What follows belongs to an exercise in optimizing a design on an open flow for small area; a production flow would make more cautious choices.
Function was checked by simulation only, so behaviour that the tests miss may differ from the original.

==> 04-20: inputs <==
==> flow/design.v <==
package rvvi_bridge_pkg;
    localparam int XLEN         = 32;
    localparam int ORDER_W      = 64;
    localparam int CSR_ADDR_W   = 12;
    localparam int NUM_CSRS     = 5;
    localparam int REG_ADDR_W   = 5;
    localparam int MSTATUS_RAW_W = 6;
    localparam int MIE_RAW_W     = 19;
    localparam int MCAUSE_RAW_W  = 7;
    typedef enum logic [2:0] {
        CSR_MSTATUS,
        CSR_MIE,
        CSR_MCAUSE,
        CSR_MSCRATCH,
        CSR_MEPC
    } csr_idx_e;
    localparam logic [NUM_CSRS*CSR_ADDR_W-1:0] CSR_ADDR =
        {12'h341, 12'h340, 12'h342, 12'h304, 12'h300};
    typedef enum logic {
        BEAT_RETIRE,
        BEAT_CSR
    } beat_kind_e;
    typedef logic [NUM_CSRS-1:0]           csr_mask_t;
    typedef logic [NUM_CSRS*XLEN-1:0]      csr_vals_t;
    localparam int MSTATUS_TW_BIT   = 21;
    localparam int MSTATUS_MPRV_BIT = 17;
    localparam int MSTATUS_MPP_LSB  = 11;
    localparam int MSTATUS_MPIE_BIT = 7;
    localparam int MSTATUS_MIE_BIT  = 3;
    localparam int MIE_FAST_LSB     = 16;
    localparam int MIE_EXT_BIT      = 11;
    localparam int MIE_TIMER_BIT    = 7;
    localparam int MIE_SW_BIT       = 3;
    localparam int MCAUSE_IRQ_BIT   = 31;
    localparam int MCAUSE_CODE_W    = 6;
    typedef struct packed {
        logic [ORDER_W-1:0]    order;
        logic [XLEN-1:0]       insn;
        logic [XLEN-1:0]       pc_rdata;
        logic [XLEN-1:0]       pc_wdata;
        logic                  trap;
        logic                  intr;
        logic [REG_ADDR_W-1:0] rd_addr;
        logic [XLEN-1:0]       rd_wdata;
        csr_vals_t             csr_val;
        csr_mask_t             csr_mask;
    } retire_rec_t;
    localparam int REC_W = ORDER_W + 3*XLEN + 2 + REG_ADDR_W + XLEN + NUM_CSRS*XLEN + NUM_CSRS;
endpackage
`timescale 1ns/10ps
module rvvi_trace_bridge #(
    parameter int FIFO_DEPTH = 4
) (
    input  logic                                      rvvi,
    input  logic                                      arst_n_i,
    input  logic                                      rvfi_valid_i,
    input  logic [rvvi_bridge_pkg::ORDER_W-1:0]       rvfi_order_i,
    input  logic [rvvi_bridge_pkg::XLEN-1:0]          rvfi_insn_i,
    input  logic [rvvi_bridge_pkg::XLEN-1:0]          rvfi_pc_rdata_i,
    input  logic [rvvi_bridge_pkg::XLEN-1:0]          rvfi_pc_wdata_i,
    input  logic                                      rvfi_trap_i,
    input  logic                                      rvfi_intr_i,
    input  logic [rvvi_bridge_pkg::REG_ADDR_W-1:0]    rvfi_rd_addr_i,
    input  logic [rvvi_bridge_pkg::XLEN-1:0]          rvfi_rd_wdata_i,
    input  logic [rvvi_bridge_pkg::MSTATUS_RAW_W-1:0] mstatus_raw_i,
    input  logic [rvvi_bridge_pkg::MIE_RAW_W-1:0]     mie_raw_i,
    input  logic [rvvi_bridge_pkg::MCAUSE_RAW_W-1:0]  mcause_raw_i,
    input  logic [rvvi_bridge_pkg::XLEN-1:0]          mscratch_i,
    input  logic [rvvi_bridge_pkg::XLEN-1:0]          mepc_i,
    output logic                                      beat_valid_o,
    output rvvi_bridge_pkg::beat_kind_e               beat_kind_o,
    output logic [rvvi_bridge_pkg::ORDER_W-1:0]       order_o,
    output logic [rvvi_bridge_pkg::XLEN-1:0]          insn_o,
    output logic [rvvi_bridge_pkg::XLEN-1:0]          pc_rdata_o,
    output logic [rvvi_bridge_pkg::XLEN-1:0]          pc_wdata_o,
    output logic                                      trap_o,
    output logic                                      intr_o,
    output logic [rvvi_bridge_pkg::XLEN-1:0]          x_wb_o,
    output logic [rvvi_bridge_pkg::XLEN-1:0]          x_wdata_o,
    output logic [rvvi_bridge_pkg::CSR_ADDR_W-1:0]    csr_addr_o,
    output logic [rvvi_bridge_pkg::XLEN-1:0]          csr_data_o,
    output logic                                      overflow_o
);
    localparam int XLEN = rvvi_bridge_pkg::XLEN;
    localparam int NC   = rvvi_bridge_pkg::NUM_CSRS;
    localparam int RW   = rvvi_bridge_pkg::ORDER_W + 4*XLEN + 2 + rvvi_bridge_pkg::REG_ADDR_W;
    localparam int CW   = 6 + 19 + 7 + 2*XLEN;
    localparam int NS   = FIFO_DEPTH + 1;    
    logic [CW-1:0] csr_now;
    logic [CW-1:0] prev_q;
    logic          first_q;      
    logic [NC-1:0] changed;
    logic [NC-1:0] pending_q;
    logic [NC-1:0] cmask_q;
    logic          push_q;
    logic [RW-1:0] cap_q;
    assign csr_now = {mepc_i, mscratch_i, mcause_raw_i, mie_raw_i, mstatus_raw_i};
    always_comb begin
        if (first_q) begin
            changed[0] = |csr_now[5:0];
            changed[1] = |csr_now[24:6];
            changed[2] = |csr_now[31:25];
            changed[3] = |csr_now[63:32];
            changed[4] = |csr_now[95:64];
        end else begin
            changed[0] = csr_now[5:0]   != prev_q[5:0];
            changed[1] = csr_now[24:6]  != prev_q[24:6];
            changed[2] = csr_now[31:25] != prev_q[31:25];
            changed[3] = csr_now[63:32] != prev_q[63:32];
            changed[4] = csr_now[95:64] != prev_q[95:64];
        end
    end
    always_ff @(posedge rvvi or negedge arst_n_i) begin
        if (!arst_n_i) begin
            first_q   <= 1'b1;
            pending_q <= '0;
            push_q    <= 1'b0;
        end else begin
            first_q   <= 1'b0;
            push_q    <= rvfi_valid_i;
            if (rvfi_valid_i) begin
                pending_q <= '0;
            end else begin
                pending_q <= pending_q | changed;
            end
        end
    end
    always_ff @(posedge rvvi) begin
        prev_q  <= csr_now;
        cmask_q <= pending_q | changed;
        cap_q   <= {rvfi_order_i, rvfi_insn_i, rvfi_pc_rdata_i, rvfi_pc_wdata_i,
                    rvfi_trap_i, rvfi_intr_i, rvfi_rd_addr_i, rvfi_rd_wdata_i};
    end
    logic [RW-1:0]         mem_r [0:FIFO_DEPTH-1];
    logic [NC-1:0]         mem_m [0:FIFO_DEPTH-1];
    logic [CW-1:0]         mem_c [0:NS-1];
    logic [1:0]            wr_q, rd_q;           
    logic [NS-1:0]         wc_oh_q, rc_oh_q;     
    logic [NS-1:0]         cur_oh;               
    logic                  overflow_q;
    logic                  full, empty, push_ok, pop;
    assign cur_oh  = {rc_oh_q[0], rc_oh_q[NS-1:1]};
    assign empty   = |(wc_oh_q & rc_oh_q);
    assign full    = |(wc_oh_q & cur_oh);
    assign push_ok = push_q && !full;
    always_ff @(posedge rvvi or negedge arst_n_i) begin
        if (!arst_n_i) begin
            wr_q       <= '0;
            rd_q       <= '0;
            wc_oh_q    <= NS'(1);
            rc_oh_q    <= NS'(1);
            overflow_q <= 1'b0;
        end else begin
            if (push_ok) begin
                wr_q    <= wr_q + 1'b1;
                wc_oh_q <= {wc_oh_q[NS-2:0], wc_oh_q[NS-1]};
            end
            if (pop) begin
                rd_q    <= rd_q + 1'b1;
                rc_oh_q <= {rc_oh_q[NS-2:0], rc_oh_q[NS-1]};
            end
            if (push_q && full) begin
                overflow_q <= 1'b1;
            end
        end
    end
    always_ff @(posedge rvvi) begin
        for (int i = 0; i < FIFO_DEPTH; i++) begin
            if (push_ok && wr_q == 2'(i)) begin
                mem_r[i] <= cap_q;
                mem_m[i] <= cmask_q;
            end
        end
        for (int i = 0; i < NS; i++) begin
            if (push_ok && wc_oh_q[i]) begin
                mem_c[i] <= prev_q;
            end
        end
    end
    logic [NC-1:0] head_mask;
    logic [NC-1:0] remain_q;
    logic [NC-1:0] remain_next;
    logic [NC-1:0] sel_oh_q;     
    logic [NC-1:0] sel_next;
    logic          valid_q;
    logic          kind_q;
    always_comb begin
        head_mask = '0;
        for (int i = 0; i < FIFO_DEPTH; i++) begin
            head_mask |= mem_m[i] & {NC{rd_q == 2'(i)}};
        end
    end
    assign pop = !empty && (remain_q == '0);
    assign sel_next    = remain_q & (~remain_q + 1'b1);
    assign remain_next = remain_q & ~sel_next;
    always_ff @(posedge rvvi or negedge arst_n_i) begin
        if (!arst_n_i) begin
            remain_q <= '0;
            sel_oh_q <= '0;
            valid_q  <= 1'b0;
            kind_q   <= 1'b0;
        end else if (pop) begin
            valid_q  <= 1'b1;
            kind_q   <= 1'b0;
            remain_q <= head_mask;
        end else if (remain_q != '0) begin
            valid_q  <= 1'b1;
            kind_q   <= 1'b1;
            sel_oh_q <= sel_next;
            remain_q <= remain_next;
        end else begin
            valid_q <= 1'b0;
            kind_q  <= 1'b0;
        end
    end
    logic [FIFO_DEPTH-1:0] out_oh;
    logic [1:0]            out_ptr;
    logic [RW-1:0]         out_r;
    logic [XLEN-1:0]       csr_sel_val [0:NS-1];
    logic [XLEN-1:0]       csr_data;
    logic [4:0]            rd_addr;
    assign out_ptr = rd_q - 1'b1;
    always_comb begin
        for (int i = 0; i < FIFO_DEPTH; i++) out_oh[i] = (out_ptr == 2'(i));
    end
    always_comb begin
        out_r = '0;
        for (int i = 0; i < FIFO_DEPTH; i++) begin
            out_r |= mem_r[i] & {RW{out_oh[i]}};
        end
    end
    always_comb begin
        csr_data = '0;
        for (int s = 0; s < NS; s++) begin
            csr_data |= {XLEN{cur_oh[s] & sel_oh_q[0]}} &
                        {10'b0, mem_c[s][0], 3'b0, mem_c[s][1], 4'b0, mem_c[s][3:2], 3'b0,
                         mem_c[s][4], 3'b0, mem_c[s][5], 3'b0};
            csr_data |= {XLEN{cur_oh[s] & sel_oh_q[1]}} &
                        {mem_c[s][21:6], 4'b0, mem_c[s][22], 3'b0, mem_c[s][23], 3'b0,
                         mem_c[s][24], 3'b0};
            csr_data |= {XLEN{cur_oh[s] & sel_oh_q[2]}} &
                        {mem_c[s][31], 25'b0, mem_c[s][30:25]};
            csr_data |= {XLEN{cur_oh[s] & sel_oh_q[3]}} & mem_c[s][63:32];
            csr_data |= {XLEN{cur_oh[s] & sel_oh_q[4]}} & mem_c[s][95:64];
        end
    end
    assign {order_o, insn_o, pc_rdata_o, pc_wdata_o, trap_o, intr_o, rd_addr, x_wdata_o} = out_r;
    assign x_wb_o = (rd_addr == '0) ? '0 : (32'd1 << rd_addr);
    always_comb begin
        csr_addr_o = '0;
        for (int i = 0; i < NC; i++) begin
            csr_addr_o |= {rvvi_bridge_pkg::CSR_ADDR_W{sel_oh_q[i]}} &
                          rvvi_bridge_pkg::CSR_ADDR[i*rvvi_bridge_pkg::CSR_ADDR_W +: rvvi_bridge_pkg::CSR_ADDR_W];
        end
    end
    assign beat_valid_o = valid_q;
    assign beat_kind_o  = rvvi_bridge_pkg::beat_kind_e'(kind_q);
    assign csr_data_o   = csr_data;
    assign overflow_o   = overflow_q;
endmodule
==> flow/flow/run.sh <==
#!/bin/bash
# Standard ORFS layout (the standard.sh), with smaller port buffers and a clock tree
# built from smaller buffers without dummy loads.
set -euo pipefail
export BUFFER_PORTS_ARGS="-buffer_cell sky130_fd_sc_hd__buf_1"
export CTS_ARGS="-sink_clustering_enable -repair_clock_nets -dont_use_dummy_load -sink_clustering_size 10 -sink_clustering_max_diameter 40 -buf_list {sky130_fd_sc_hd__clkbuf_4}"
bash standard.sh > standard.log 2>&1
==> flow/standard.sh <==
#!/bin/bash
# synth_recipe.tcl (not shown) runs the flow's synth.tcl, then flattens the netlist and writes it again
# the make line also repeats each setting of config.mk as NAME=value (left out here)
make -C /OpenROAD-flow-scripts/flow DESIGN_CONFIG=/design/flow/config.mk WORK_HOME=/design/flow/orfs CLKGATE_MAP_FILE= SYNTH_SCRIPT=/design/flow/synth_recipe.tcl "${@:-finish}"
==> flow/config.mk <==
export PLATFORM = sky130hd
export DESIGN_NAME = rvvi_trace_bridge
export DESIGN_NICKNAME = rvvi_trace_bridge
export VERILOG_FILES = /design/flow/design.v
export SDC_FILE = /design/flow/constraint.sdc
export NUM_CORES = 4
export LEC_CHECK = 0
export CAP_MARGIN = 20
export CORE_MARGIN = 2
export CORE_UTILIZATION = 70
export SLEW_MARGIN = 20
==> flow/constraint.sdc <==
create_clock -name core_clock -period 6.0 [get_ports {rvvi}]
set_input_delay 1.2000 -clock core_clock [delete_from_list [all_inputs] [get_ports {rvvi}]]
set_output_delay 1.2000 -clock core_clock [all_outputs]
set_load 0.01 [all_outputs]
==> inputs of 12-10, as changes to 04-20 <==
--- a/flow/design.v
+++ b/flow/design.v
@@ -136,10 +136,9 @@
     logic [CW-1:0]         mem_c [0:NS-1];
-    logic [1:0]            wr_q, rd_q;           
+    logic [FIFO_DEPTH-1:0] wr_oh_q, rd_oh_q;     
     logic [NS-1:0]         wc_oh_q, rc_oh_q;     
-    logic [NS-1:0]         cur_oh;               
+    logic [2:0]            count_q;
     logic                  overflow_q;
     logic                  full, empty, push_ok, pop;
-    assign cur_oh  = {rc_oh_q[0], rc_oh_q[NS-1:1]};
-    assign empty   = |(wc_oh_q & rc_oh_q);
-    assign full    = |(wc_oh_q & cur_oh);
+    assign full    = (count_q == 3'(FIFO_DEPTH));
+    assign empty   = (count_q == 3'd0);
     assign push_ok = push_q && !full;
@@ -147,6 +146,7 @@
         if (!arst_n_i) begin
-            wr_q       <= '0;
-            rd_q       <= '0;
+            wr_oh_q    <= FIFO_DEPTH'(1);
+            rd_oh_q    <= FIFO_DEPTH'(1);
             wc_oh_q    <= NS'(1);
             rc_oh_q    <= NS'(1);
+            count_q    <= '0;
             overflow_q <= 1'b0;
@@ -154,3 +154,3 @@
             if (push_ok) begin
-                wr_q    <= wr_q + 1'b1;
+                wr_oh_q <= {wr_oh_q[FIFO_DEPTH-2:0], wr_oh_q[FIFO_DEPTH-1]};
                 wc_oh_q <= {wc_oh_q[NS-2:0], wc_oh_q[NS-1]};
@@ -158,4 +158,9 @@
             if (pop) begin
-                rd_q    <= rd_q + 1'b1;
+                rd_oh_q <= {rd_oh_q[FIFO_DEPTH-2:0], rd_oh_q[FIFO_DEPTH-1]};
                 rc_oh_q <= {rc_oh_q[NS-2:0], rc_oh_q[NS-1]};
+            end
+            if (push_ok && !pop) begin
+                count_q <= count_q + 1'b1;
+            end else if (pop && !push_ok) begin
+                count_q <= count_q - 1'b1;
             end
@@ -168,3 +173,3 @@
         for (int i = 0; i < FIFO_DEPTH; i++) begin
-            if (push_ok && wr_q == 2'(i)) begin
+            if (push_ok && wr_oh_q[i]) begin
                 mem_r[i] <= cap_q;
@@ -189,3 +194,3 @@
         for (int i = 0; i < FIFO_DEPTH; i++) begin
-            head_mask |= mem_m[i] & {NC{rd_q == 2'(i)}};
+            head_mask |= mem_m[i] & {NC{rd_oh_q[i]}};
         end
@@ -216,3 +221,3 @@
     logic [FIFO_DEPTH-1:0] out_oh;
-    logic [1:0]            out_ptr;
+    logic [NS-1:0]         cur_oh;
     logic [RW-1:0]         out_r;
@@ -221,6 +226,4 @@
     logic [4:0]            rd_addr;
-    assign out_ptr = rd_q - 1'b1;
-    always_comb begin
-        for (int i = 0; i < FIFO_DEPTH; i++) out_oh[i] = (out_ptr == 2'(i));
-    end
+    assign out_oh = {rd_oh_q[0], rd_oh_q[FIFO_DEPTH-1:1]};
+    assign cur_oh = {rc_oh_q[0], rc_oh_q[NS-1:1]};
     always_comb begin
==> flow/flow/run.sh (replaced) <==
#!/bin/bash
# Standard ORFS layout (the standard.sh), with smaller port buffers and a clock tree
# built from smaller buffers without dummy loads.
set -euo pipefail
export BUFFER_PORTS_ARGS="-buffer_cell sky130_fd_sc_hd__buf_1"
export CTS_ARGS="-sink_clustering_enable -repair_clock_nets -dont_use_dummy_load -buf_list {sky130_fd_sc_hd__clkbuf_4 sky130_fd_sc_hd__clkbuf_8}"
bash standard.sh > standard.log 2>&1
--- a/flow/config.mk
+++ b/flow/config.mk
@@ -9,3 +9,3 @@
 export CORE_MARGIN = 2
-export CORE_UTILIZATION = 70
+export CORE_UTILIZATION = 40
 export SLEW_MARGIN = 20
==> impl_metrics.csv <==
group,metric,value,unit
floorplan,taps,1794,
routing,finalWirelength,141000,µm
global_route,grt_pass1_vias,30505,
sta,holdWs,311,ps
power_and_ir_drop,p_total,20800,µW
run_status,run_status,"timing/DRC/antenna clean",
setup_path,worst-r2r-setup-slack,3130,ps
layout,multiInputGateArea,0.00841,mm²
[end of results for 12-10]
==> impl_metrics.csv <==
group,metric,value,unit
floorplan,die_y,284,µm
synth,yosysTopAreaCell,"edfxtp_1",
floorplan,taps,1040,
layout,multiInputGateArea,0.00843,mm²
global_route,grt_pass1_vias,30889,
setup_path,worst-r2r-setup-slack,2190,ps
run_status,run_status,"timing/DRC/antenna clean",
routing,finalWirelength,131000,µm
power_and_ir_drop,p_total,24600,µW
[end of results for 04-20]

-- separate check: timing with driven ports --
The flow's constraints put no driver on any port. The routed layouts listed below were extracted and timed again, unchanged, in two steps.
Step 1 (the two cells are an assumption about what drives the block):
set clk [get_ports {rvvi}]
set_driving_cell -lib_cell sky130_fd_sc_hd__clkbuf_16 $clk
set_driving_cell -lib_cell sky130_fd_sc_hd__buf_2 [delete_from_list [all_inputs] $clk]
Step 2 times the ports against the registers' clock, not the clock port: input delays grow and output delays shrink by t, the midpoint of the rising clock arrivals with the driver on.
Slacks: ideal ports / drivers / drivers and shift; pairs: ideal ports / drivers.
run | shift t [ns] | setup WS [ns] | hold slack, ns | clock arrival spread, ns
04-20 | 1.085 | 0.995 / 0.924 / 2.009 | 0.199 / 0.154 / 0.407 | 0.136 / 0.136
12-10 | 0.999 | 0.997 / 0.919 / 1.918 | 0.311 / 0.260 / 0.424 | 0.112 / 0.112
After both steps every run listed still meets setup and hold.
